Background: an optimization exercise with open tools, aiming at small area, a short achievable clock period and few clock cycles. Do not read the settings as production practice.
No functional check of the RTL was part of any run shown here.
No activity file was given, so power comes from the tool's default toggle rates.

## flow/design.v (module list and top-level ports; edited modules follow where they fit)
// module mul_stage1: 1330 lines
// module mul_stage2: 195 lines
// module mac_engine: 16 lines
// module attn_top: 197 lines
module attn_top (
  input  logic clk,
  input  logic reset_n,
  input  logic dut_valid,
  output logic dut_ready,
  output logic [16-1:0] sram_input_read_address,
  input  logic [32-1:0] sram_input_read_data,
  output logic [16-1:0] sram_weight_read_address,
  input  logic [32-1:0] sram_weight_read_data,
  output logic [16-1:0] sram_result_read_address,
  input  logic [32-1:0] sram_result_read_data,
  output logic                    sram_result_write_enable,
  output logic [16-1:0] sram_result_write_address,
  output logic [32-1:0] sram_result_write_data,
  output logic [16-1:0] sram_scratchpad_read_address,
  input  logic [32-1:0] sram_scratchpad_read_data,
  output logic                    sram_scratchpad_write_enable,
  output logic [16-1:0] sram_scratchpad_write_address,
  output logic [32-1:0] sram_scratchpad_write_data
);
  // ...
==> flow/flow/run.sh <==
#!/bin/bash
set -euo pipefail
export BUFFER_PORTS_ARGS="-buffer_cell sky130_fd_sc_hd__buf_2"
export SETUP_SLACK_MARGIN=11.6
bash standard.sh > standard.log 2>&1
==> flow/standard.sh <==
#!/bin/bash
# synth_recipe.tcl (not shown) runs the flow's synth.tcl, then flattens the netlist and writes it again
# the make line also repeats each setting of config.mk as NAME=value (left out here)
make -C /OpenROAD-flow-scripts/flow DESIGN_CONFIG=/design/flow/config.mk WORK_HOME=/design/flow/orfs CLKGATE_MAP_FILE= SYNTH_SCRIPT=/design/flow/synth_recipe.tcl "${@:-finish}"
==> flow/config.mk <==
export PLATFORM = sky130hd
export DESIGN_NAME = attn_top
export DESIGN_NICKNAME = attn_top
export VERILOG_FILES = /design/flow/design.v
export SDC_FILE = /design/flow/constraint.sdc
export NUM_CORES = 4
export LEC_CHECK = 0
export ABC_AREA = 1
export CAP_MARGIN = 20
export CORE_MARGIN = 2
export CORE_UTILIZATION = 40
export SLEW_MARGIN = 20
==> flow/constraint.sdc <==
create_clock -name core_clock -period 16.0 [get_ports {clk}]
set_input_delay 3.2000 -clock core_clock [delete_from_list [all_inputs] [get_ports {clk}]]
set_output_delay 3.2000 -clock core_clock [all_outputs]
set_load 0.01 [all_outputs]
==> summary.txt, run 1 <==
starting density of the core 40.3%; Syn Area/Cell 8.35 µm²; Area Growth Syn to Fin 18.1%; number of fill cells 5,843; Max clock buf depth 3; dpl cell area 26,100 µm²; grt peak-use layer met2; Largest Pwr Group combinational logic; Synth top area share 19.4%; WL/cell 18.6 µm; DR vias 20,700; Slew HR 30.9%; fin cells 4,017; Setup WS post-layout 11.33 ns; Post-Route Utilization 47.6%; antenna violations before repair 3; YS warnings 2; complex-gate fraction of the synthesized area 11.4%; Critical Path RT 16.46 ns; Synth Area in Adders 21.5%; CP top delay family adder cells; status timing/DRC/antenna clean; actual slew at the worst max-slew pin 1.03 ns; worst hold path class flop to flop; clock sinks 306; min-delay src l1$_DFF_P_; cell-internal power 3.17 mW; number of flip-flops under the largest register name 63; htree depth 2; Simple-Gate Fraction of Synth Area 13.8%; commonest non-fill, non-tap cell in the layout nand2_1; Flop pwr share 19.4%; area of the multi-input gates 16,000 µm²; Final non-clock buffer share 8.41%; Diodes inserted 0; number of global-route vias before repair 20,000; initial drt markers 1,720; # nets final 3,622; top_reg_cell synth dfxtp_1; synth top area cells dfxtp_1 19%, fa_1 18%, xor2_1 11%; Inst Count DP 3,839; Worst path slowest cell dfxtp_4
==> module mul_stage2, before the edit <==
module mul_stage2 (input logic [62:0] r, input logic [31:0] acc, output logic [31:0] y);
  logic [31:0] s, c;
  wire t1;
  wire t2;
  wire t3;
  wire t4;
  wire t5;
  wire t6;
  wire t7;
  wire t8;
  wire t9;
  wire t10;
  wire t11;
  wire t12;
  wire t13;
  wire t14;
  wire t15;
  wire t16;
  wire t17;
  wire t18;
  wire t19;
  wire t20;
  wire t21;
  wire t22;
  wire t23;
  wire t24;
  wire t25;
  wire t26;
  wire t27;
  wire t28;
  wire t29;
  wire t30;
  wire t31;
  wire t32;
  wire t33;
  wire t34;
  wire t35;
  wire t36;
  wire t37;
  wire t38;
  wire t39;
  wire t40;
  wire t41;
  wire t42;
  wire t43;
  wire t44;
  wire t45;
  wire t46;
  wire t47;
  wire t48;
  wire t49;
  wire t50;
  wire t51;
  wire t52;
  wire t53;
  wire t54;
  wire t55;
  wire t56;
  wire t57;
  wire t58;
  wire t59;
  wire t60;
  wire t61;
  wire t62;
  wire t63;
  wire t64;
  assign t1 = r[0] ^ r[1];
  assign t2 = r[0] & r[1];
  assign t3 = r[2] ^ acc[1];
  assign t4 = r[2] & acc[1];
  assign t5 = r[3] ^ r[4] ^ acc[2];
  assign t6 = (r[3] & r[4]) | (r[3] & acc[2]) | (r[4] & acc[2]);
  assign t7 = r[5] ^ r[6] ^ acc[3];
  assign t8 = (r[5] & r[6]) | (r[5] & acc[3]) | (r[6] & acc[3]);
  assign t9 = r[7] ^ r[8] ^ acc[4];
  assign t10 = (r[7] & r[8]) | (r[7] & acc[4]) | (r[8] & acc[4]);
  assign t11 = r[9] ^ r[10] ^ acc[5];
  assign t12 = (r[9] & r[10]) | (r[9] & acc[5]) | (r[10] & acc[5]);
  assign t13 = r[11] ^ r[12] ^ acc[6];
  assign t14 = (r[11] & r[12]) | (r[11] & acc[6]) | (r[12] & acc[6]);
  assign t15 = r[13] ^ r[14] ^ acc[7];
  assign t16 = (r[13] & r[14]) | (r[13] & acc[7]) | (r[14] & acc[7]);
  assign t17 = r[15] ^ r[16] ^ acc[8];
  assign t18 = (r[15] & r[16]) | (r[15] & acc[8]) | (r[16] & acc[8]);
  assign t19 = r[17] ^ r[18] ^ acc[9];
  assign t20 = (r[17] & r[18]) | (r[17] & acc[9]) | (r[18] & acc[9]);
  assign t21 = r[19] ^ r[20] ^ acc[10];
  assign t22 = (r[19] & r[20]) | (r[19] & acc[10]) | (r[20] & acc[10]);
  assign t23 = r[21] ^ r[22] ^ acc[11];
  assign t24 = (r[21] & r[22]) | (r[21] & acc[11]) | (r[22] & acc[11]);
  assign t25 = r[23] ^ r[24] ^ acc[12];
  assign t26 = (r[23] & r[24]) | (r[23] & acc[12]) | (r[24] & acc[12]);
  assign t27 = r[25] ^ r[26] ^ acc[13];
  assign t28 = (r[25] & r[26]) | (r[25] & acc[13]) | (r[26] & acc[13]);
  assign t29 = r[27] ^ r[28] ^ acc[14];
  assign t30 = (r[27] & r[28]) | (r[27] & acc[14]) | (r[28] & acc[14]);
  assign t31 = r[29] ^ r[30] ^ acc[15];
  assign t32 = (r[29] & r[30]) | (r[29] & acc[15]) | (r[30] & acc[15]);
  assign t33 = r[31] ^ r[32] ^ acc[16];
  assign t34 = (r[31] & r[32]) | (r[31] & acc[16]) | (r[32] & acc[16]);
  assign t35 = r[33] ^ r[34] ^ acc[17];
  assign t36 = (r[33] & r[34]) | (r[33] & acc[17]) | (r[34] & acc[17]);
  assign t37 = r[35] ^ r[36] ^ acc[18];
  assign t38 = (r[35] & r[36]) | (r[35] & acc[18]) | (r[36] & acc[18]);
  assign t39 = r[37] ^ r[38] ^ acc[19];
  assign t40 = (r[37] & r[38]) | (r[37] & acc[19]) | (r[38] & acc[19]);
  assign t41 = r[39] ^ r[40] ^ acc[20];
  assign t42 = (r[39] & r[40]) | (r[39] & acc[20]) | (r[40] & acc[20]);
  assign t43 = r[41] ^ r[42] ^ acc[21];
  assign t44 = (r[41] & r[42]) | (r[41] & acc[21]) | (r[42] & acc[21]);
  assign t45 = r[43] ^ r[44] ^ acc[22];
  assign t46 = (r[43] & r[44]) | (r[43] & acc[22]) | (r[44] & acc[22]);
  assign t47 = r[45] ^ r[46] ^ acc[23];
  assign t48 = (r[45] & r[46]) | (r[45] & acc[23]) | (r[46] & acc[23]);
  assign t49 = r[47] ^ r[48] ^ acc[24];
  assign t50 = (r[47] & r[48]) | (r[47] & acc[24]) | (r[48] & acc[24]);
  assign t51 = r[49] ^ r[50] ^ acc[25];
  assign t52 = (r[49] & r[50]) | (r[49] & acc[25]) | (r[50] & acc[25]);
  assign t53 = r[51] ^ r[52] ^ acc[26];
  assign t54 = (r[51] & r[52]) | (r[51] & acc[26]) | (r[52] & acc[26]);
  assign t55 = r[53] ^ r[54] ^ acc[27];
  assign t56 = (r[53] & r[54]) | (r[53] & acc[27]) | (r[54] & acc[27]);
  assign t57 = r[55] ^ r[56] ^ acc[28];
  assign t58 = (r[55] & r[56]) | (r[55] & acc[28]) | (r[56] & acc[28]);
  assign t59 = r[57] ^ r[58] ^ acc[29];
  assign t60 = (r[57] & r[58]) | (r[57] & acc[29]) | (r[58] & acc[29]);
  assign t61 = r[59] ^ r[60] ^ acc[30];
  assign t62 = (r[59] & r[60]) | (r[59] & acc[30]) | (r[60] & acc[30]);
  assign t63 = r[61] ^ r[62] ^ acc[31];
  assign s[0] = t1;
  assign c[0] = acc[0];
  assign s[1] = t2;
  assign c[1] = t3;
  assign s[2] = t4;
  assign c[2] = t5;
  assign s[3] = t6;
  assign c[3] = t7;
  assign s[4] = t8;
  assign c[4] = t9;
  assign s[5] = t10;
  assign c[5] = t11;
  assign s[6] = t12;
  assign c[6] = t13;
  assign s[7] = t14;
  assign c[7] = t15;
  assign s[8] = t16;
  assign c[8] = t17;
  assign s[9] = t18;
  assign c[9] = t19;
  assign s[10] = t20;
  assign c[10] = t21;
  assign s[11] = t22;
  assign c[11] = t23;
  assign s[12] = t24;
  assign c[12] = t25;
  assign s[13] = t26;
  assign c[13] = t27;
  assign s[14] = t28;
  assign c[14] = t29;
  assign s[15] = t30;
  assign c[15] = t31;
  assign s[16] = t32;
  assign c[16] = t33;
  assign s[17] = t34;
  assign c[17] = t35;
  assign s[18] = t36;
  assign c[18] = t37;
  assign s[19] = t38;
  assign c[19] = t39;
  assign s[20] = t40;
  assign c[20] = t41;
  assign s[21] = t42;
  assign c[21] = t43;
  assign s[22] = t44;
  assign c[22] = t45;
  assign s[23] = t46;
  assign c[23] = t47;
  assign s[24] = t48;
  assign c[24] = t49;
  assign s[25] = t50;
  assign c[25] = t51;
  assign s[26] = t52;
  assign c[26] = t53;
  assign s[27] = t54;
  assign c[27] = t55;
  assign s[28] = t56;
  assign c[28] = t57;
  assign s[29] = t58;
  assign c[29] = t59;
  assign s[30] = t60;
  assign c[30] = t61;
  assign s[31] = t62;
  assign c[31] = t63;
  assign y = s + c;
endmodule
==> module mac_engine, before the edit <==
module mac_engine (
  input  logic        clk,
  input  logic [31:0] a,
  input  logic [31:0] b,
  input  logic        first,
  output logic [31:0] acc
);
  logic [62:0] r, r_d;
  logic [31:0] sum;
  mul_stage1 u_s1 (.a(a), .b(b), .r(r_d));
  mul_stage2 u_s2 (.r(r), .acc(first ? 32'd0 : acc), .y(sum));
  always_ff @(posedge clk) begin
    r <= r_d;
    acc <= sum;
  end
endmodule
==> module attn_top, before the edit <==
module attn_top (
  input  logic clk,
  input  logic reset_n,
  input  logic dut_valid,
  output logic dut_ready,
  output logic [16-1:0] sram_input_read_address,
  input  logic [32-1:0] sram_input_read_data,
  output logic [16-1:0] sram_weight_read_address,
  input  logic [32-1:0] sram_weight_read_data,
  output logic [16-1:0] sram_result_read_address,
  input  logic [32-1:0] sram_result_read_data,
  output logic                    sram_result_write_enable,
  output logic [16-1:0] sram_result_write_address,
  output logic [32-1:0] sram_result_write_data,
  output logic [16-1:0] sram_scratchpad_read_address,
  input  logic [32-1:0] sram_scratchpad_read_data,
  output logic                    sram_scratchpad_write_enable,
  output logic [16-1:0] sram_scratchpad_write_address,
  output logic [32-1:0] sram_scratchpad_write_data
);
  logic       dims_wait;    
  logic [6:0] n_dim, d_dim, e_dim;
  logic        running;
  logic [1:0]  pass;
  logic [5:0]  i_cnt, j_cnt, k_cnt;
  logic [12:0] a_addr, a_row;     
  logic [13:0] b_addr, b_start;   
  logic v1, f1, l1, s1, k1, q1, z1;
  logic v2, f2, l2, s2, k2, q2, z2;
  logic v3, f3, l3, k3, q3, z3;
  logic q4, z4;
  logic [31:0] op_a, op_b, acc;
  logic        res_we, scr_we;
  logic [13:0] res_wa;
  logic [11:0] scr_wa;
  logic       is_s;
  logic [6:0] len_k, len_j;
  logic [6:0] k_nxt, j_nxt, i_nxt;
  logic       last_k, last_j, last_i;
  logic       stall, issue;
  assign is_s   = (pass == 2'd3);
  assign len_k  = is_s ? e_dim : d_dim;
  assign len_j  = is_s ? n_dim : e_dim;
  assign k_nxt  = {1'b0, k_cnt} + 7'd1;
  assign j_nxt  = {1'b0, j_cnt} + 7'd1;
  assign i_nxt  = {1'b0, i_cnt} + 7'd1;
  assign last_k = (k_nxt == len_k);
  assign last_j = (j_nxt == len_j);
  assign last_i = (i_nxt == n_dim);
  assign stall = is_s && (i_cnt == 6'd0) && (j_cnt == 6'd0) && (k_cnt == 6'd0) &&
                 (q1 || q2 || q3 || q4);
  assign issue = running && !stall;
  logic        running_nx;
  logic [1:0]  pass_nx;
  logic [5:0]  i_nx, j_nx, k_nx;
  logic [12:0] a_addr_nx, a_row_nx;
  logic [13:0] b_addr_nx, b_start_nx;
  always_comb begin
    running_nx = running;
    pass_nx = pass;
    i_nx = i_cnt;
    j_nx = j_cnt;
    k_nx = k_cnt;
    a_addr_nx = a_addr;
    a_row_nx = a_row;
    b_addr_nx = b_addr;
    b_start_nx = b_start;
    if (dims_wait) begin
      running_nx = 1'b1;
      pass_nx = 2'd0;
      i_nx = 6'd0;
      j_nx = 6'd0;
      k_nx = 6'd0;
      a_addr_nx = 13'd1;
      a_row_nx = 13'd1;
      b_addr_nx = 14'd1;
      b_start_nx = 14'd1;
    end else if (issue) begin
      if (!last_k) begin
        k_nx = k_nxt[5:0];
        a_addr_nx = a_addr + 13'd1;
        b_addr_nx = b_addr + 14'd1;
      end else begin
        k_nx = 6'd0;
        if (!last_j) begin
          j_nx = j_nxt[5:0];
          a_addr_nx = a_row;
          b_addr_nx = b_addr + 14'd1;
        end else begin
          j_nx = 6'd0;
          if (!last_i) begin
            i_nx = i_nxt[5:0];
            a_row_nx = a_addr + 13'd1;
            a_addr_nx = a_addr + 13'd1;
            b_addr_nx = b_start;
          end else begin
            i_nx = 6'd0;
            pass_nx = pass + 2'd1;
            if (pass[1] == 1'b0) begin
              a_row_nx = 13'd1;
              a_addr_nx = 13'd1;
              b_addr_nx = b_addr + 14'd1;
              b_start_nx = b_addr + 14'd1;
            end else begin
              a_row_nx = 13'd0;
              a_addr_nx = 13'd0;
              b_addr_nx = 14'd0;
              b_start_nx = 14'd0;
              if (pass == 2'd3) running_nx = 1'b0;
            end
          end
        end
      end
    end
  end
  always_ff @(posedge clk or negedge reset_n) begin
    if (!reset_n) begin
      dut_ready <= 1'b1;
      dims_wait <= 1'b0;
      running <= 1'b0;
      a_addr <= 13'd0;
      b_addr <= 14'd0;
      {v1, k1, q1, z1} <= '0;
      {v2, k2, q2, z2} <= '0;
      {v3, k3, q3, z3} <= '0;
      {q4, z4} <= '0;
      res_we <= 1'b0;
      scr_we <= 1'b0;
    end else begin
      dims_wait <= 1'b0;
      if (dut_ready && dut_valid) begin
        dut_ready <= 1'b0;
        dims_wait <= 1'b1;
      end else if (z4) begin
        dut_ready <= 1'b1;
      end
      running <= running_nx;
      a_addr <= a_addr_nx;
      b_addr <= b_addr_nx;
      v1 <= issue;
      k1 <= issue && (pass == 2'd1);
      q1 <= issue && !pass[1];
      z1 <= issue && is_s && last_k && last_j && last_i;
      {v2, k2, q2, z2} <= {v1, k1, q1, z1};
      {v3, k3, q3, z3} <= {v2, k2, q2, z2};
      {q4, z4} <= {q3, z3};
      res_we <= v3 && l3;
      scr_we <= v3 && l3 && k3;
    end
  end
  always_ff @(posedge clk) begin
    if (dims_wait) begin
      n_dim <= sram_input_read_data[16 +: 7];
      d_dim <= sram_input_read_data[6:0];
      e_dim <= sram_weight_read_data[6:0];
    end
    pass <= pass_nx;
    i_cnt <= i_nx;
    j_cnt <= j_nx;
    k_cnt <= k_nx;
    a_row <= a_row_nx;
    b_start <= b_start_nx;
    f1 <= (k_cnt == 6'd0);
    l1 <= last_k;
    s1 <= is_s;
    {f2, l2, s2} <= {f1, l1, s1};
    {f3, l3} <= {f2, l2};
    if (dims_wait) begin
      res_wa <= 14'd0;
      scr_wa <= 12'd0;
    end else begin
      if (res_we) res_wa <= res_wa + 14'd1;
      if (scr_we) scr_wa <= scr_wa + 12'd1;
    end
  end
  always_ff @(posedge clk) begin
    op_a <= s1 ? sram_result_read_data : sram_input_read_data;
    op_b <= s1 ? sram_scratchpad_read_data : sram_weight_read_data;
  end
  mac_engine u_engine (
    .clk   (clk),
    .a     (op_a),
    .b     (op_b),
    .first (f3),
    .acc   (acc)
  );
  assign sram_input_read_address = {3'd0, a_addr};
  assign sram_result_read_address = {3'd0, a_addr};
  assign sram_weight_read_address = {2'd0, b_addr};
  assign sram_scratchpad_read_address = {2'd0, b_addr};
  assign sram_result_write_enable = res_we;
  assign sram_result_write_address = {2'd0, res_wa};
  assign sram_result_write_data = acc;
  assign sram_scratchpad_write_enable = scr_we;
  assign sram_scratchpad_write_address = {4'd0, scr_wa};
  assign sram_scratchpad_write_data = acc;
endmodule
==> run 2: changes to the inputs <==
--- a/flow/design.v
+++ b/flow/design.v
@@ -14,17 +14,17 @@
     COPY       
   } job_kind_t;
 endpackage
 package attn_mem_pkg;
   typedef logic [16-1:0] sram_addr_t;
   localparam sram_addr_t DIMS_ADDR = 16'd0;
   localparam sram_addr_t WEIGHT_BASE = 16'd1;
 endpackage
-module mul_stage1 (input logic [31:0] a, input logic [31:0] b, output logic [62:0] r);
+module mul_stage1 (input logic [31:0] a, input logic [31:0] b, output logic [91:0] r);
   wire one0 = b[0] ^ 1'b0;
   wire two0 = (b[1] & ~b[0] & ~1'b0) | (~b[1] & b[0] & 1'b0);
   wire neg0 = b[1];
   wire p0_0 = ((one0 & a[0]) | (two0 & 1'b0)) ^ neg0;
   wire p0_1 = ((one0 & a[1]) | (two0 & a[0])) ^ neg0;
   wire p0_2 = ((one0 & a[2]) | (two0 & a[1])) ^ neg0;
   wire p0_3 = ((one0 & a[3]) | (two0 & a[2])) ^ neg0;
   wire p0_4 = ((one0 & a[4]) | (two0 & a[3])) ^ neg0;
@@ -755,76 +755,16 @@
   wire t413;
   wire t414;
   wire t415;
   wire t416;
   wire t417;
   wire t418;
   wire t419;
   wire t420;
-  wire t421;
-  wire t422;
-  wire t423;
-  wire t424;
-  wire t425;
-  wire t426;
-  wire t427;
-  wire t428;
-  wire t429;
-  wire t430;
-  wire t431;
-  wire t432;
-  wire t433;
-  wire t434;
-  wire t435;
-  wire t436;
-  wire t437;
-  wire t438;
-  wire t439;
-  wire t440;
-  wire t441;
-  wire t442;
-  wire t443;
-  wire t444;
-  wire t445;
-  wire t446;
-  wire t447;
-  wire t448;
-  wire t449;
-  wire t450;
-  wire t451;
-  wire t452;
-  wire t453;
-  wire t454;
-  wire t455;
-  wire t456;
-  wire t457;
-  wire t458;
-  wire t459;
-  wire t460;
-  wire t461;
-  wire t462;
-  wire t463;
-  wire t464;
-  wire t465;
-  wire t466;
-  wire t467;
-  wire t468;
-  wire t469;
-  wire t470;
-  wire t471;
-  wire t472;
-  wire t473;
-  wire t474;
-  wire t475;
-  wire t476;
-  wire t477;
-  wire t478;
-  wire t479;
-  wire t480;
   assign t1 = p0_24 ^ p1_22;
   assign t2 = p0_24 & p1_22;
   assign t3 = p0_25 ^ p1_23;
   assign t4 = p0_25 & p1_23;
   assign t5 = p0_26 ^ p1_24 ^ p2_22;
   assign t6 = (p0_26 & p1_24) | (p0_26 & p2_22) | (p1_24 & p2_22);
   assign t7 = p3_20 ^ p4_18;
   assign t8 = p3_20 & p4_18;
@@ -1221,140 +1161,110 @@
   assign t412 = (t342 & t344) | (t342 & t345) | (t344 & t345);
   assign t413 = t346 ^ t348 ^ t349;
   assign t414 = (t346 & t348) | (t346 & t349) | (t348 & t349);
   assign t415 = t350 ^ t352 ^ t353;
   assign t416 = (t350 & t352) | (t350 & t353) | (t352 & t353);
   assign t417 = t354 ^ t356 ^ t357;
   assign t418 = (t354 & t356) | (t354 & t357) | (t356 & t357);
   assign t419 = t358 ^ t360 ^ t361;
-  assign t421 = p0_2 ^ p1_0;
-  assign t422 = p0_2 & p1_0;
-  assign t423 = p0_3 ^ p1_1;
-  assign t424 = p0_3 & p1_1;
-  assign t425 = t365 ^ p2_0 ^ neg2;
-  assign t426 = (t365 & p2_0) | (t365 & neg2) | (p2_0 & neg2);
-  assign t427 = t366 ^ t367 ^ p2_1;
-  assign t428 = (t366 & t367) | (t366 & p2_1) | (t367 & p2_1);
-  assign t429 = t368 ^ t369 ^ neg3;
-  assign t430 = (t368 & t369) | (t368 & neg3) | (t369 & neg3);
-  assign t431 = t370 ^ t371 ^ p3_1;
-  assign t432 = (t370 & t371) | (t370 & p3_1) | (t371 & p3_1);
-  assign t433 = t372 ^ t373 ^ neg4;
-  assign t434 = (t372 & t373) | (t372 & neg4) | (t373 & neg4);
-  assign t435 = t374 ^ t375 ^ t275;
-  assign t436 = (t374 & t375) | (t374 & t275) | (t375 & t275);
-  assign t437 = t376 ^ t377 ^ t279;
-  assign t438 = (t376 & t377) | (t376 & t279) | (t377 & t279);
-  assign t439 = t378 ^ t379 ^ t283;
-  assign t440 = (t378 & t379) | (t378 & t283) | (t379 & t283);
-  assign t441 = t380 ^ t381 ^ t287;
-  assign t442 = (t380 & t381) | (t380 & t287) | (t381 & t287);
-  assign t443 = t382 ^ t383 ^ t291;
-  assign t444 = (t382 & t383) | (t382 & t291) | (t383 & t291);
-  assign t445 = t384 ^ t385 ^ t295;
-  assign t446 = (t384 & t385) | (t384 & t295) | (t385 & t295);
-  assign t447 = t386 ^ t387 ^ t299;
-  assign t448 = (t386 & t387) | (t386 & t299) | (t387 & t299);
-  assign t449 = t388 ^ t389 ^ t303;
-  assign t450 = (t388 & t389) | (t388 & t303) | (t389 & t303);
-  assign t451 = t390 ^ t391 ^ t307;
-  assign t452 = (t390 & t391) | (t390 & t307) | (t391 & t307);
-  assign t453 = t392 ^ t393 ^ t311;
-  assign t454 = (t392 & t393) | (t392 & t311) | (t393 & t311);
-  assign t455 = t394 ^ t395 ^ t315;
-  assign t456 = (t394 & t395) | (t394 & t315) | (t395 & t315);
-  assign t457 = t396 ^ t397 ^ t319;
-  assign t458 = (t396 & t397) | (t396 & t319) | (t397 & t319);
-  assign t459 = t398 ^ t399 ^ t323;
-  assign t460 = (t398 & t399) | (t398 & t323) | (t399 & t323);
-  assign t461 = t400 ^ t401 ^ t327;
-  assign t462 = (t400 & t401) | (t400 & t327) | (t401 & t327);
-  assign t463 = t402 ^ t403 ^ t331;
-  assign t464 = (t402 & t403) | (t402 & t331) | (t403 & t331);
-  assign t465 = t404 ^ t405 ^ t335;
-  assign t466 = (t404 & t405) | (t404 & t335) | (t405 & t335);
-  assign t467 = t406 ^ t407 ^ t339;
-  assign t468 = (t406 & t407) | (t406 & t339) | (t407 & t339);
-  assign t469 = t408 ^ t409 ^ t343;
-  assign t470 = (t408 & t409) | (t408 & t343) | (t409 & t343);
-  assign t471 = t410 ^ t411 ^ t347;
-  assign t472 = (t410 & t411) | (t410 & t347) | (t411 & t347);
-  assign t473 = t412 ^ t413 ^ t351;
-  assign t474 = (t412 & t413) | (t412 & t351) | (t413 & t351);
-  assign t475 = t414 ^ t415 ^ t355;
-  assign t476 = (t414 & t415) | (t414 & t355) | (t415 & t355);
-  assign t477 = t416 ^ t417 ^ t359;
-  assign t478 = (t416 & t417) | (t416 & t359) | (t417 & t359);
-  assign t479 = t418 ^ t419 ^ t363;
   assign r[0] = p0_0;
   assign r[1] = neg0;
   assign r[2] = p0_1;
-  assign r[3] = t421;
-  assign r[4] = neg1;
-  assign r[5] = t422;
-  assign r[6] = t423;
-  assign r[7] = t424;
-  assign r[8] = t425;
-  assign r[9] = t426;
-  assign r[10] = t427;
-  assign r[11] = t428;
-  assign r[12] = t429;
-  assign r[13] = t430;
-  assign r[14] = t431;
-  assign r[15] = t432;
-  assign r[16] = t433;
-  assign r[17] = t434;
-  assign r[18] = t435;
-  assign r[19] = t436;
-  assign r[20] = t437;
-  assign r[21] = t438;
-  assign r[22] = t439;
-  assign r[23] = t440;
-  assign r[24] = t441;
-  assign r[25] = t442;
-  assign r[26] = t443;
-  assign r[27] = t444;
-  assign r[28] = t445;
-  assign r[29] = t446;
-  assign r[30] = t447;
-  assign r[31] = t448;
-  assign r[32] = t449;
-  assign r[33] = t450;
-  assign r[34] = t451;
-  assign r[35] = t452;
-  assign r[36] = t453;
-  assign r[37] = t454;
-  assign r[38] = t455;
-  assign r[39] = t456;
-  assign r[40] = t457;
-  assign r[41] = t458;
-  assign r[42] = t459;
-  assign r[43] = t460;
-  assign r[44] = t461;
-  assign r[45] = t462;
-  assign r[46] = t463;
-  assign r[47] = t464;
-  assign r[48] = t465;
-  assign r[49] = t466;
-  assign r[50] = t467;
-  assign r[51] = t468;
-  assign r[52] = t469;
-  assign r[53] = t470;
-  assign r[54] = t471;
-  assign r[55] = t472;
-  assign r[56] = t473;
-  assign r[57] = t474;
-  assign r[58] = t475;
-  assign r[59] = t476;
-  assign r[60] = t477;
-  assign r[61] = t478;
-  assign r[62] = t479;
+  assign r[3] = p0_2;
+  assign r[4] = p1_0;
+  assign r[5] = neg1;
+  assign r[6] = p0_3;
+  assign r[7] = p1_1;
+  assign r[8] = t365;
+  assign r[9] = p2_0;
+  assign r[10] = neg2;
+  assign r[11] = t366;
+  assign r[12] = t367;
+  assign r[13] = p2_1;
+  assign r[14] = t368;
+  assign r[15] = t369;
+  assign r[16] = neg3;
+  assign r[17] = t370;
+  assign r[18] = t371;
+  assign r[19] = p3_1;
+  assign r[20] = t372;
+  assign r[21] = t373;
+  assign r[22] = neg4;
+  assign r[23] = t374;
+  assign r[24] = t375;
+  assign r[25] = t275;
+  assign r[26] = t376;
+  assign r[27] = t377;
+  assign r[28] = t279;
+  assign r[29] = t378;
+  assign r[30] = t379;
+  assign r[31] = t283;
+  assign r[32] = t380;
+  assign r[33] = t381;
+  assign r[34] = t287;
+  assign r[35] = t382;
+  assign r[36] = t383;
+  assign r[37] = t291;
+  assign r[38] = t384;
+  assign r[39] = t385;
+  assign r[40] = t295;
+  assign r[41] = t386;
+  assign r[42] = t387;
+  assign r[43] = t299;
+  assign r[44] = t388;
+  assign r[45] = t389;
+  assign r[46] = t303;
+  assign r[47] = t390;
+  assign r[48] = t391;
+  assign r[49] = t307;
+  assign r[50] = t392;
+  assign r[51] = t393;
+  assign r[52] = t311;
+  assign r[53] = t394;
+  assign r[54] = t395;
+  assign r[55] = t315;
+  assign r[56] = t396;
+  assign r[57] = t397;
+  assign r[58] = t319;
+  assign r[59] = t398;
+  assign r[60] = t399;
+  assign r[61] = t323;
+  assign r[62] = t400;
+  assign r[63] = t401;
+  assign r[64] = t327;
+  assign r[65] = t402;
+  assign r[66] = t403;
+  assign r[67] = t331;
+  assign r[68] = t404;
+  assign r[69] = t405;
+  assign r[70] = t335;
+  assign r[71] = t406;
+  assign r[72] = t407;
+  assign r[73] = t339;
+  assign r[74] = t408;
+  assign r[75] = t409;
+  assign r[76] = t343;
+  assign r[77] = t410;
+  assign r[78] = t411;
+  assign r[79] = t347;
+  assign r[80] = t412;
+  assign r[81] = t413;
+  assign r[82] = t351;
+  assign r[83] = t414;
+  assign r[84] = t415;
+  assign r[85] = t355;
+  assign r[86] = t416;
+  assign r[87] = t417;
+  assign r[88] = t359;
+  assign r[89] = t418;
+  assign r[90] = t419;
+  assign r[91] = t363;
 endmodule
-module mul_stage2 (input logic [62:0] r, input logic [31:0] acc, output logic [31:0] y);
+module mul_stage2 (input logic [91:0] r, input logic [31:0] acc, output logic [31:0] y);
   logic [31:0] s, c;
   wire t1;
   wire t2;
   wire t3;
   wire t4;
   wire t5;
   wire t6;
   wire t7;
@@ -1410,153 +1320,272 @@
   wire t57;
   wire t58;
   wire t59;
   wire t60;
   wire t61;
   wire t62;
   wire t63;
   wire t64;
-  assign t1 = r[0] ^ r[1];
-  assign t2 = r[0] & r[1];
-  assign t3 = r[2] ^ acc[1];
-  assign t4 = r[2] & acc[1];
-  assign t5 = r[3] ^ r[4] ^ acc[2];
-  assign t6 = (r[3] & r[4]) | (r[3] & acc[2]) | (r[4] & acc[2]);
-  assign t7 = r[5] ^ r[6] ^ acc[3];
-  assign t8 = (r[5] & r[6]) | (r[5] & acc[3]) | (r[6] & acc[3]);
-  assign t9 = r[7] ^ r[8] ^ acc[4];
-  assign t10 = (r[7] & r[8]) | (r[7] & acc[4]) | (r[8] & acc[4]);
-  assign t11 = r[9] ^ r[10] ^ acc[5];
-  assign t12 = (r[9] & r[10]) | (r[9] & acc[5]) | (r[10] & acc[5]);
-  assign t13 = r[11] ^ r[12] ^ acc[6];
-  assign t14 = (r[11] & r[12]) | (r[11] & acc[6]) | (r[12] & acc[6]);
-  assign t15 = r[13] ^ r[14] ^ acc[7];
-  assign t16 = (r[13] & r[14]) | (r[13] & acc[7]) | (r[14] & acc[7]);
-  assign t17 = r[15] ^ r[16] ^ acc[8];
-  assign t18 = (r[15] & r[16]) | (r[15] & acc[8]) | (r[16] & acc[8]);
-  assign t19 = r[17] ^ r[18] ^ acc[9];
-  assign t20 = (r[17] & r[18]) | (r[17] & acc[9]) | (r[18] & acc[9]);
-  assign t21 = r[19] ^ r[20] ^ acc[10];
-  assign t22 = (r[19] & r[20]) | (r[19] & acc[10]) | (r[20] & acc[10]);
-  assign t23 = r[21] ^ r[22] ^ acc[11];
-  assign t24 = (r[21] & r[22]) | (r[21] & acc[11]) | (r[22] & acc[11]);
-  assign t25 = r[23] ^ r[24] ^ acc[12];
-  assign t26 = (r[23] & r[24]) | (r[23] & acc[12]) | (r[24] & acc[12]);
-  assign t27 = r[25] ^ r[26] ^ acc[13];
-  assign t28 = (r[25] & r[26]) | (r[25] & acc[13]) | (r[26] & acc[13]);
-  assign t29 = r[27] ^ r[28] ^ acc[14];
-  assign t30 = (r[27] & r[28]) | (r[27] & acc[14]) | (r[28] & acc[14]);
-  assign t31 = r[29] ^ r[30] ^ acc[15];
-  assign t32 = (r[29] & r[30]) | (r[29] & acc[15]) | (r[30] & acc[15]);
-  assign t33 = r[31] ^ r[32] ^ acc[16];
-  assign t34 = (r[31] & r[32]) | (r[31] & acc[16]) | (r[32] & acc[16]);
-  assign t35 = r[33] ^ r[34] ^ acc[17];
-  assign t36 = (r[33] & r[34]) | (r[33] & acc[17]) | (r[34] & acc[17]);
-  assign t37 = r[35] ^ r[36] ^ acc[18];
-  assign t38 = (r[35] & r[36]) | (r[35] & acc[18]) | (r[36] & acc[18]);
-  assign t39 = r[37] ^ r[38] ^ acc[19];
-  assign t40 = (r[37] & r[38]) | (r[37] & acc[19]) | (r[38] & acc[19]);
-  assign t41 = r[39] ^ r[40] ^ acc[20];
-  assign t42 = (r[39] & r[40]) | (r[39] & acc[20]) | (r[40] & acc[20]);
-  assign t43 = r[41] ^ r[42] ^ acc[21];
-  assign t44 = (r[41] & r[42]) | (r[41] & acc[21]) | (r[42] & acc[21]);
-  assign t45 = r[43] ^ r[44] ^ acc[22];
-  assign t46 = (r[43] & r[44]) | (r[43] & acc[22]) | (r[44] & acc[22]);
-  assign t47 = r[45] ^ r[46] ^ acc[23];
-  assign t48 = (r[45] & r[46]) | (r[45] & acc[23]) | (r[46] & acc[23]);
-  assign t49 = r[47] ^ r[48] ^ acc[24];
-  assign t50 = (r[47] & r[48]) | (r[47] & acc[24]) | (r[48] & acc[24]);
-  assign t51 = r[49] ^ r[50] ^ acc[25];
-  assign t52 = (r[49] & r[50]) | (r[49] & acc[25]) | (r[50] & acc[25]);
-  assign t53 = r[51] ^ r[52] ^ acc[26];
-  assign t54 = (r[51] & r[52]) | (r[51] & acc[26]) | (r[52] & acc[26]);
-  assign t55 = r[53] ^ r[54] ^ acc[27];
-  assign t56 = (r[53] & r[54]) | (r[53] & acc[27]) | (r[54] & acc[27]);
-  assign t57 = r[55] ^ r[56] ^ acc[28];
-  assign t58 = (r[55] & r[56]) | (r[55] & acc[28]) | (r[56] & acc[28]);
-  assign t59 = r[57] ^ r[58] ^ acc[29];
-  assign t60 = (r[57] & r[58]) | (r[57] & acc[29]) | (r[58] & acc[29]);
-  assign t61 = r[59] ^ r[60] ^ acc[30];
-  assign t62 = (r[59] & r[60]) | (r[59] & acc[30]) | (r[60] & acc[30]);
-  assign t63 = r[61] ^ r[62] ^ acc[31];
-  assign s[0] = t1;
+  wire t65;
+  wire t66;
+  wire t67;
+  wire t68;
+  wire t69;
+  wire t70;
+  wire t71;
+  wire t72;
+  wire t73;
+  wire t74;
+  wire t75;
+  wire t76;
+  wire t77;
+  wire t78;
+  wire t79;
+  wire t80;
+  wire t81;
+  wire t82;
+  wire t83;
+  wire t84;
+  wire t85;
+  wire t86;
+  wire t87;
+  wire t88;
+  wire t89;
+  wire t90;
+  wire t91;
+  wire t92;
+  wire t93;
+  wire t94;
+  wire t95;
+  wire t96;
+  wire t97;
+  wire t98;
+  wire t99;
+  wire t100;
+  wire t101;
+  wire t102;
+  wire t103;
+  wire t104;
+  wire t105;
+  wire t106;
+  wire t107;
+  wire t108;
+  wire t109;
+  wire t110;
+  wire t111;
+  wire t112;
+  wire t113;
+  wire t114;
+  wire t115;
+  wire t116;
+  wire t117;
+  wire t118;
+  wire t119;
+  wire t120;
+  wire t121;
+  wire t122;
+  wire t123;
+  wire t124;
+  assign t1 = r[3] ^ r[4];
+  assign t2 = r[3] & r[4];
+  assign t3 = r[6] ^ r[7];
+  assign t4 = r[6] & r[7];
+  assign t5 = r[8] ^ r[9] ^ r[10];
+  assign t6 = (r[8] & r[9]) | (r[8] & r[10]) | (r[9] & r[10]);
+  assign t7 = r[11] ^ r[12] ^ r[13];
+  assign t8 = (r[11] & r[12]) | (r[11] & r[13]) | (r[12] & r[13]);
+  assign t9 = r[14] ^ r[15] ^ r[16];
+  assign t10 = (r[14] & r[15]) | (r[14] & r[16]) | (r[15] & r[16]);
+  assign t11 = r[17] ^ r[18] ^ r[19];
+  assign t12 = (r[17] & r[18]) | (r[17] & r[19]) | (r[18] & r[19]);
+  assign t13 = r[20] ^ r[21] ^ r[22];
+  assign t14 = (r[20] & r[21]) | (r[20] & r[22]) | (r[21] & r[22]);
+  assign t15 = r[23] ^ r[24] ^ r[25];
+  assign t16 = (r[23] & r[24]) | (r[23] & r[25]) | (r[24] & r[25]);
+  assign t17 = r[26] ^ r[27] ^ r[28];
+  assign t18 = (r[26] & r[27]) | (r[26] & r[28]) | (r[27] & r[28]);
+  assign t19 = r[29] ^ r[30] ^ r[31];
+  assign t20 = (r[29] & r[30]) | (r[29] & r[31]) | (r[30] & r[31]);
+  assign t21 = r[32] ^ r[33] ^ r[34];
+  assign t22 = (r[32] & r[33]) | (r[32] & r[34]) | (r[33] & r[34]);
+  assign t23 = r[35] ^ r[36] ^ r[37];
+  assign t24 = (r[35] & r[36]) | (r[35] & r[37]) | (r[36] & r[37]);
+  assign t25 = r[38] ^ r[39] ^ r[40];
+  assign t26 = (r[38] & r[39]) | (r[38] & r[40]) | (r[39] & r[40]);
+  assign t27 = r[41] ^ r[42] ^ r[43];
+  assign t28 = (r[41] & r[42]) | (r[41] & r[43]) | (r[42] & r[43]);
+  assign t29 = r[44] ^ r[45] ^ r[46];
+  assign t30 = (r[44] & r[45]) | (r[44] & r[46]) | (r[45] & r[46]);
+  assign t31 = r[47] ^ r[48] ^ r[49];
+  assign t32 = (r[47] & r[48]) | (r[47] & r[49]) | (r[48] & r[49]);
+  assign t33 = r[50] ^ r[51] ^ r[52];
+  assign t34 = (r[50] & r[51]) | (r[50] & r[52]) | (r[51] & r[52]);
+  assign t35 = r[53] ^ r[54] ^ r[55];
+  assign t36 = (r[53] & r[54]) | (r[53] & r[55]) | (r[54] & r[55]);
+  assign t37 = r[56] ^ r[57] ^ r[58];
+  assign t38 = (r[56] & r[57]) | (r[56] & r[58]) | (r[57] & r[58]);
+  assign t39 = r[59] ^ r[60] ^ r[61];
+  assign t40 = (r[59] & r[60]) | (r[59] & r[61]) | (r[60] & r[61]);
+  assign t41 = r[62] ^ r[63] ^ r[64];
+  assign t42 = (r[62] & r[63]) | (r[62] & r[64]) | (r[63] & r[64]);
+  assign t43 = r[65] ^ r[66] ^ r[67];
+  assign t44 = (r[65] & r[66]) | (r[65] & r[67]) | (r[66] & r[67]);
+  assign t45 = r[68] ^ r[69] ^ r[70];
+  assign t46 = (r[68] & r[69]) | (r[68] & r[70]) | (r[69] & r[70]);
+  assign t47 = r[71] ^ r[72] ^ r[73];
+  assign t48 = (r[71] & r[72]) | (r[71] & r[73]) | (r[72] & r[73]);
+  assign t49 = r[74] ^ r[75] ^ r[76];
+  assign t50 = (r[74] & r[75]) | (r[74] & r[76]) | (r[75] & r[76]);
+  assign t51 = r[77] ^ r[78] ^ r[79];
+  assign t52 = (r[77] & r[78]) | (r[77] & r[79]) | (r[78] & r[79]);
+  assign t53 = r[80] ^ r[81] ^ r[82];
+  assign t54 = (r[80] & r[81]) | (r[80] & r[82]) | (r[81] & r[82]);
+  assign t55 = r[83] ^ r[84] ^ r[85];
+  assign t56 = (r[83] & r[84]) | (r[83] & r[85]) | (r[84] & r[85]);
+  assign t57 = r[86] ^ r[87] ^ r[88];
+  assign t58 = (r[86] & r[87]) | (r[86] & r[88]) | (r[87] & r[88]);
+  assign t59 = r[89] ^ r[90] ^ r[91];
+  assign t61 = r[0] ^ r[1];
+  assign t62 = r[0] & r[1];
+  assign t63 = r[2] ^ acc[1];
+  assign t64 = r[2] & acc[1];
+  assign t65 = t1 ^ r[5] ^ acc[2];
+  assign t66 = (t1 & r[5]) | (t1 & acc[2]) | (r[5] & acc[2]);
+  assign t67 = t2 ^ t3 ^ acc[3];
+  assign t68 = (t2 & t3) | (t2 & acc[3]) | (t3 & acc[3]);
+  assign t69 = t4 ^ t5 ^ acc[4];
+  assign t70 = (t4 & t5) | (t4 & acc[4]) | (t5 & acc[4]);
+  assign t71 = t6 ^ t7 ^ acc[5];
+  assign t72 = (t6 & t7) | (t6 & acc[5]) | (t7 & acc[5]);
+  assign t73 = t8 ^ t9 ^ acc[6];
+  assign t74 = (t8 & t9) | (t8 & acc[6]) | (t9 & acc[6]);
+  assign t75 = t10 ^ t11 ^ acc[7];
+  assign t76 = (t10 & t11) | (t10 & acc[7]) | (t11 & acc[7]);
+  assign t77 = t12 ^ t13 ^ acc[8];
+  assign t78 = (t12 & t13) | (t12 & acc[8]) | (t13 & acc[8]);
+  assign t79 = t14 ^ t15 ^ acc[9];
+  assign t80 = (t14 & t15) | (t14 & acc[9]) | (t15 & acc[9]);
+  assign t81 = t16 ^ t17 ^ acc[10];
+  assign t82 = (t16 & t17) | (t16 & acc[10]) | (t17 & acc[10]);
+  assign t83 = t18 ^ t19 ^ acc[11];
+  assign t84 = (t18 & t19) | (t18 & acc[11]) | (t19 & acc[11]);
+  assign t85 = t20 ^ t21 ^ acc[12];
+  assign t86 = (t20 & t21) | (t20 & acc[12]) | (t21 & acc[12]);
+  assign t87 = t22 ^ t23 ^ acc[13];
+  assign t88 = (t22 & t23) | (t22 & acc[13]) | (t23 & acc[13]);
+  assign t89 = t24 ^ t25 ^ acc[14];
+  assign t90 = (t24 & t25) | (t24 & acc[14]) | (t25 & acc[14]);
+  assign t91 = t26 ^ t27 ^ acc[15];
+  assign t92 = (t26 & t27) | (t26 & acc[15]) | (t27 & acc[15]);
+  assign t93 = t28 ^ t29 ^ acc[16];
+  assign t94 = (t28 & t29) | (t28 & acc[16]) | (t29 & acc[16]);
+  assign t95 = t30 ^ t31 ^ acc[17];
+  assign t96 = (t30 & t31) | (t30 & acc[17]) | (t31 & acc[17]);
+  assign t97 = t32 ^ t33 ^ acc[18];
+  assign t98 = (t32 & t33) | (t32 & acc[18]) | (t33 & acc[18]);
+  assign t99 = t34 ^ t35 ^ acc[19];
+  assign t100 = (t34 & t35) | (t34 & acc[19]) | (t35 & acc[19]);
+  assign t101 = t36 ^ t37 ^ acc[20];
+  assign t102 = (t36 & t37) | (t36 & acc[20]) | (t37 & acc[20]);
+  assign t103 = t38 ^ t39 ^ acc[21];
+  assign t104 = (t38 & t39) | (t38 & acc[21]) | (t39 & acc[21]);
+  assign t105 = t40 ^ t41 ^ acc[22];
+  assign t106 = (t40 & t41) | (t40 & acc[22]) | (t41 & acc[22]);
+  assign t107 = t42 ^ t43 ^ acc[23];
+  assign t108 = (t42 & t43) | (t42 & acc[23]) | (t43 & acc[23]);
+  assign t109 = t44 ^ t45 ^ acc[24];
+  assign t110 = (t44 & t45) | (t44 & acc[24]) | (t45 & acc[24]);
+  assign t111 = t46 ^ t47 ^ acc[25];
+  assign t112 = (t46 & t47) | (t46 & acc[25]) | (t47 & acc[25]);
+  assign t113 = t48 ^ t49 ^ acc[26];
+  assign t114 = (t48 & t49) | (t48 & acc[26]) | (t49 & acc[26]);
+  assign t115 = t50 ^ t51 ^ acc[27];
+  assign t116 = (t50 & t51) | (t50 & acc[27]) | (t51 & acc[27]);
+  assign t117 = t52 ^ t53 ^ acc[28];
+  assign t118 = (t52 & t53) | (t52 & acc[28]) | (t53 & acc[28]);
+  assign t119 = t54 ^ t55 ^ acc[29];
+  assign t120 = (t54 & t55) | (t54 & acc[29]) | (t55 & acc[29]);
+  assign t121 = t56 ^ t57 ^ acc[30];
+  assign t122 = (t56 & t57) | (t56 & acc[30]) | (t57 & acc[30]);
+  assign t123 = t58 ^ t59 ^ acc[31];
+  assign s[0] = t61;
   assign c[0] = acc[0];
-  assign s[1] = t2;
-  assign c[1] = t3;
-  assign s[2] = t4;
-  assign c[2] = t5;
-  assign s[3] = t6;
-  assign c[3] = t7;
-  assign s[4] = t8;
-  assign c[4] = t9;
-  assign s[5] = t10;
-  assign c[5] = t11;
-  assign s[6] = t12;
-  assign c[6] = t13;
-  assign s[7] = t14;
-  assign c[7] = t15;
-  assign s[8] = t16;
-  assign c[8] = t17;
-  assign s[9] = t18;
-  assign c[9] = t19;
-  assign s[10] = t20;
-  assign c[10] = t21;
-  assign s[11] = t22;
-  assign c[11] = t23;
-  assign s[12] = t24;
-  assign c[12] = t25;
-  assign s[13] = t26;
-  assign c[13] = t27;
-  assign s[14] = t28;
-  assign c[14] = t29;
-  assign s[15] = t30;
-  assign c[15] = t31;
-  assign s[16] = t32;
-  assign c[16] = t33;
-  assign s[17] = t34;
-  assign c[17] = t35;
-  assign s[18] = t36;
-  assign c[18] = t37;
-  assign s[19] = t38;
-  assign c[19] = t39;
-  assign s[20] = t40;
-  assign c[20] = t41;
-  assign s[21] = t42;
-  assign c[21] = t43;
-  assign s[22] = t44;
-  assign c[22] = t45;
-  assign s[23] = t46;
-  assign c[23] = t47;
-  assign s[24] = t48;
-  assign c[24] = t49;
-  assign s[25] = t50;
-  assign c[25] = t51;
-  assign s[26] = t52;
-  assign c[26] = t53;
-  assign s[27] = t54;
-  assign c[27] = t55;
-  assign s[28] = t56;
-  assign c[28] = t57;
-  assign s[29] = t58;
-  assign c[29] = t59;
-  assign s[30] = t60;
-  assign c[30] = t61;
-  assign s[31] = t62;
-  assign c[31] = t63;
+  assign s[1] = t62;
+  assign c[1] = t63;
+  assign s[2] = t64;
+  assign c[2] = t65;
+  assign s[3] = t66;
+  assign c[3] = t67;
+  assign s[4] = t68;
+  assign c[4] = t69;
+  assign s[5] = t70;
+  assign c[5] = t71;
+  assign s[6] = t72;
+  assign c[6] = t73;
+  assign s[7] = t74;
+  assign c[7] = t75;
+  assign s[8] = t76;
+  assign c[8] = t77;
+  assign s[9] = t78;
+  assign c[9] = t79;
+  assign s[10] = t80;
+  assign c[10] = t81;
+  assign s[11] = t82;
+  assign c[11] = t83;
+  assign s[12] = t84;
+  assign c[12] = t85;
+  assign s[13] = t86;
+  assign c[13] = t87;
+  assign s[14] = t88;
+  assign c[14] = t89;
+  assign s[15] = t90;
+  assign c[15] = t91;
+  assign s[16] = t92;
+  assign c[16] = t93;
+  assign s[17] = t94;
+  assign c[17] = t95;
+  assign s[18] = t96;
+  assign c[18] = t97;
+  assign s[19] = t98;
+  assign c[19] = t99;
+  assign s[20] = t100;
+  assign c[20] = t101;
+  assign s[21] = t102;
+  assign c[21] = t103;
+  assign s[22] = t104;
+  assign c[22] = t105;
+  assign s[23] = t106;
+  assign c[23] = t107;
+  assign s[24] = t108;
+  assign c[24] = t109;
+  assign s[25] = t110;
+  assign c[25] = t111;
+  assign s[26] = t112;
+  assign c[26] = t113;
+  assign s[27] = t114;
+  assign c[27] = t115;
+  assign s[28] = t116;
+  assign c[28] = t117;
+  assign s[29] = t118;
+  assign c[29] = t119;
+  assign s[30] = t120;
+  assign c[30] = t121;
+  assign s[31] = t122;
+  assign c[31] = t123;
   assign y = s + c;
 endmodule
 module mac_engine (
   input  logic        clk,
   input  logic [31:0] a,
   input  logic [31:0] b,
   input  logic        first,
   output logic [31:0] acc
 );
-  logic [62:0] r, r_d;
+  logic [91:0] r, r_d;
   logic [31:0] sum;
   mul_stage1 u_s1 (.a(a), .b(b), .r(r_d));
   mul_stage2 u_s2 (.r(r), .acc(first ? 32'd0 : acc), .y(sum));
   always_ff @(posedge clk) begin
     r <= r_d;
     acc <= sum;
   end
 endmodule
@@ -1576,16 +1605,17 @@
   output logic [16-1:0] sram_result_write_address,
   output logic [32-1:0] sram_result_write_data,
   output logic [16-1:0] sram_scratchpad_read_address,
   input  logic [32-1:0] sram_scratchpad_read_data,
   output logic                    sram_scratchpad_write_enable,
   output logic [16-1:0] sram_scratchpad_write_address,
   output logic [32-1:0] sram_scratchpad_write_data
 );
+  logic       dims_req;     
   logic       dims_wait;    
   logic [6:0] n_dim, d_dim, e_dim;
   logic        running;
   logic [1:0]  pass;
   logic [5:0]  i_cnt, j_cnt, k_cnt;
   logic [12:0] a_addr, a_row;     
   logic [13:0] b_addr, b_start;   
   logic v1, f1, l1, s1, k1, q1, z1;
@@ -1623,17 +1653,20 @@
     pass_nx = pass;
     i_nx = i_cnt;
     j_nx = j_cnt;
     k_nx = k_cnt;
     a_addr_nx = a_addr;
     a_row_nx = a_row;
     b_addr_nx = b_addr;
     b_start_nx = b_start;
-    if (dims_wait) begin
+    if (dut_ready && dut_valid) begin
+      a_addr_nx = 13'd0;
+      b_addr_nx = 14'd0;
+    end else if (dims_wait) begin
       running_nx = 1'b1;
       pass_nx = 2'd0;
       i_nx = 6'd0;
       j_nx = 6'd0;
       k_nx = 6'd0;
       a_addr_nx = 13'd1;
       a_row_nx = 13'd1;
       b_addr_nx = 14'd1;
@@ -1674,49 +1707,48 @@
           end
         end
       end
     end
   end
   always_ff @(posedge clk or negedge reset_n) begin
     if (!reset_n) begin
       dut_ready <= 1'b1;
+      dims_req <= 1'b0;
       dims_wait <= 1'b0;
       running <= 1'b0;
-      a_addr <= 13'd0;
-      b_addr <= 14'd0;
       {v1, k1, q1, z1} <= '0;
       {v2, k2, q2, z2} <= '0;
       {v3, k3, q3, z3} <= '0;
       {q4, z4} <= '0;
       res_we <= 1'b0;
       scr_we <= 1'b0;
     end else begin
-      dims_wait <= 1'b0;
+      dims_req <= dut_ready && dut_valid;
+      dims_wait <= dims_req;
       if (dut_ready && dut_valid) begin
         dut_ready <= 1'b0;
-        dims_wait <= 1'b1;
       end else if (z4) begin
         dut_ready <= 1'b1;
       end
       running <= running_nx;
-      a_addr <= a_addr_nx;
-      b_addr <= b_addr_nx;
       v1 <= issue;
       k1 <= issue && (pass == 2'd1);
       q1 <= issue && !pass[1];
       z1 <= issue && is_s && last_k && last_j && last_i;
       {v2, k2, q2, z2} <= {v1, k1, q1, z1};
       {v3, k3, q3, z3} <= {v2, k2, q2, z2};
       {q4, z4} <= {q3, z3};
       res_we <= v3 && l3;
       scr_we <= v3 && l3 && k3;
     end
   end
   always_ff @(posedge clk) begin
+    a_addr <= a_addr_nx;
+    b_addr <= b_addr_nx;
     if (dims_wait) begin
       n_dim <= sram_input_read_data[16 +: 7];
       d_dim <= sram_input_read_data[6:0];
       e_dim <= sram_weight_read_data[6:0];
     end
     pass <= pass_nx;
     i_cnt <= i_nx;
     j_cnt <= j_nx;
==> flow/flow/run.sh (replaced) <==
#!/bin/bash
set -euo pipefail
export BUFFER_PORTS_ARGS="-buffer_cell sky130_fd_sc_hd__buf_2"
export SETUP_SLACK_MARGIN=11.75
bash standard.sh > standard.log 2>&1
==> summary.txt, run 2 <==
status timing/DRC/antenna clean (unchanged); GRT Overall Usage 22.3% (was 23.3%); core area 64,100 µm² (was 61,400 µm²); io pins 294 (unchanged); number of port buffers 277 (unchanged); final setup vio count 0 (unchanged); clock sinks 336 (was 306); antenna violations before repair 1 (was 3); number of flip-flops under the largest register name 92 (was 63); count of final hold-check violations 0 (unchanged); Post-synth top cells 493 x inv_1, 443 x nand2_1, 316 x xor2_1, 248 x dfxtp_1, 241 x o22ai_1 (was 458 x nand2_1, 421 x inv_1, 317 x xor2_1, 248 x o22ai_1, 239 x dfxtp_1); crit path launch type flop (unchanged); period utilization 28.1% (was 29.2%); r2r setup slk 11.88 ns (was 11.33 ns); LEAKAGE 14.9 nW (was 13.8 nW); Post-synth EDFFs 68 (was 21); area leader, netlist dfxtp_1 (unchanged); drt first pass iters 5 (was 6); Setup Crit Path Kind flop to output pin (was flop to flop); Syn Area/Cell 8.57 µm² (was 8.35 µm²); synth top area cells dfxtp_1 19%, fa_1 17%, xor2_1 11% (was dfxtp_1 19%, fa_1 18%, xor2_1 11%); crit-path cells buf_6; RePlAce Congestion 0.903 (was 0.916); Synth top area share 19.3% (was 19.4%); most frequent cells in the layout 481 x inv_1, 433 x nand2_1, 316 x xor2_1, 241 x o22ai_1, 220 x fa_1 (was 432 x nand2_1, 398 x inv_1, 308 x xor2_1, 271 x buf_2, 226 x o22ai_1); setup TNS 0 ns (unchanged); CTS root buf clkbuf_16 (unchanged); #FFs+latches synth 336 (was 306); count leader, synth inv_1 (was nand2_1); Die Span X 258 µm (was 253 µm); Worst path slowest cell dfstp_2 (was dfxtp_4); Layout Skew 0.0404 ns (was 0.0347 ns); Max clock buf depth 3 (unchanged); WL/cell 18.2 µm (was 18.6 µm); FP Rows 93 (was 91); RSZ-0062 raised after global routing yes (unchanged); Buf/Inv on CP 1 (was 7); die footprint 66,500 µm² (was 63,800 µm²); Netlist cell types 56 (unchanged); VDD IR max 189 µV (was 121 µV); first-pass GRT wire length 116,000 µm (about the same); initial drt markers 1,610 (was 1,720); share of layout cells above drive strength 1 22.0% (was 22.6%); pwr/cell area 234 nW/µm² (was 208 nW/µm²); actual slew at the worst max-slew pin 1.08 ns (was 1.03 ns); # nets final 3,688 (was 3,622); latest clock arrival within the worst-skew pair 0.61 ns (was 0.57 ns); Slew HR 27.5% (was 30.9%); sequential area share after synthesis 29.1% (was 26.6%); Die Y 258 µm (was 253 µm); starting density of the core 40.2% (was 40.3%); YS warnings 2 (unchanged); worst hold path class flop to flop (unchanged); Largest stage delay, worst path 0.57 ns (was 0.45 ns); CP top delay family flip-flops (was adder cells); Final Cell Area 31,100 µm² (was 29,200 µm²); clk slew on worst S/H paths 0.06 ns (about the same); Critical Path RT 12.80 ns (was 16.46 ns); Synth Instances 3,010 (was 2,959); number of fill cells 6,102 (was 5,843); number of global-route vias before repair 20,500 (was 20,000); htree depth 2 (unchanged); Overflow after GRT 0 (unchanged); vias per inst 5.04 (was 5.15); Routed Wire Length 75,400 µm (was 74,900 µm); DP HPWL 55,600 µm (was 53,900 µm); MaxCap Viol Count 0 (unchanged); Syn Std Cell Area 25,800 µm² (was 24,700 µm²); fin. max-slew vios 0 (unchanged); arrival time worst endpoint 1.30 ns (was 5.12 ns); cts bufs inserted 41 (was 37); CTS tree built (unchanged); share of synthesized registers carrying an async set or reset 5.95% (was 15.0%); Detail Route Antenna Nets 0 (unchanged); dpl cell area 27,300 µm² (was 26,100 µm²); Area Growth Syn to Fin 20.8% (was 18.1%); Worst setup EP type output pin (was flop); # DRC 0 (unchanged); Worst Path Max Fanout 2 (was 8); Fmax achieved 0.222 GHz (was 0.214 GHz); commonest non-fill, non-tap cell in the layout inv_1 (was nand2_1); Largest Register u_engine.r (unchanged); DR vias 20,900 (was 20,700); largest net degree at the start of global routing 65 (unchanged); top_reg_cell synth dfxtp_1 (unchanged); Final min period 4.50 ns (was 4.67 ns)
## run 2: cell type report
type                            instances  area (µm²)  area share, %
Multi-Input combinational cell       1959       15300           49.2
Sequential cell                       336        7760           24.9
Timing Repair Buffer                  402        3390           10.9
Inverter                              518        2030           6.51
Clock buffer                           56        1210           3.87
Tap cell                              855        1070           3.44
Clock inverter                         20         313           1.00
Timing Repair inverter                  5        27.5         0.0884
Antenna cell                            1        2.50        0.00804
## run 2: path summary, 6_finish.rpt
path | start | endpoint | cells past startpoint
min reg2reg | f1$_DFF_P_ | f2$_DFF_P_ | 0
max reg2reg | op_b[5]$_DFF_P_ | u_engine.r[87]$_DFF_P_ | 13
max | dut_ready$_DFFE_PN1P_ | dut_ready | 1
min in group asynchronous | reset_n | scr_we$_DFF_PN0_ | 1
max in group asynchronous | reset_n | res_we$_DFF_PN0_ | 1
min | f1$_DFF_P_ | f2$_DFF_P_ | 0
## run 2: through the flow
stage / hold slack, ns / total power, mW / std cells / setup slack [ns] / utilization, %
after floorplan: 0.310 / 4.67 / 3025 / 11.71 / -
after global placement: 0.314 / 5.86 / 3960 / 11.12 / 42.6
after detailed placement: 0.312 / 5.88 / 3960 / 11.01 / 42.6
after CTS: 0.324 / 7.27 / 4122 / 11.47 / 47.9
after global routing: 0.341 / 7.98 / 4152 / 11.48 / 48.6
final: 0.324 / 7.29 / 4152 / 11.50 / 48.6
## run 2: metal layers
layer | up-vias | share of wire, % | global-route usage (%)
met2 | 771 | 45 | 35.3
met5 | - | 0 | 0
li1 | 10000 | - | -
met4 | 0 | 4.2 | 9.62
met1 | 9941 | 44 | 30.4
met3 | 165 | 6.5 | 3.34
## run 2: cells by family after synthesis
family | count (synthesis) | share of synthesized area (%)
buf+inv | 730 | 12.1
xor+xnor | 343 | 11.7
mux | 65 | 2.83
flops | 336 | 29.1
fa+ha+maj | 294 | 20.7
other cells | 1 | 0.0145
compound gates | 466 | 10.8
simple gates | 775 | 12.8
## run 2: report_power, final
group / total, mW / switching, mW / internal (mW)
Clock: 1.02 / 0.405 / 0.618
Combinational: 4.88 / 2.86 / 2.02
Sequential: 1.39 / 0.175 / 1.21
## run 2: timing repair
item | CTS | global route
setup endpoints to repair | 186 | 177
buffers inserted | 83 | 23
hold buffers | 0 | 0
pin swaps | 0 | 6
cloned | 3 | 5
gates resized for setup | 329 | 43

separate check: timing with driven ports:
The results above use ideal ports. As a check the final layouts listed here were re-extracted and re-timed, cells and wires unchanged. Step 1, drivers: a clkbuf_16 drives clk and a buf_2 each remaining input, both assumed. Step 2 also shifts input and output timing later by t, the mid clock arrival at the registers, as if the neighbouring blocks saw the same clock. a / b / c = ideal ports / drivers / drivers and shift; a / b = the first two.
run | shift t [ns] | setup WS [ns] | worst register clock-pin slew, ns
run 1 | 0.621 | 11.334 / 11.334 / 11.334 | 0.07 / 0.07
run 2 | 0.651 | 11.503 / 11.444 / 11.260 | 0.06 / 0.06
After both steps every run listed still meets setup and hold. For run 2, which loses most, drivers alone change the setup slack by -0.059 ns; drivers and shift together by -0.243 ns.
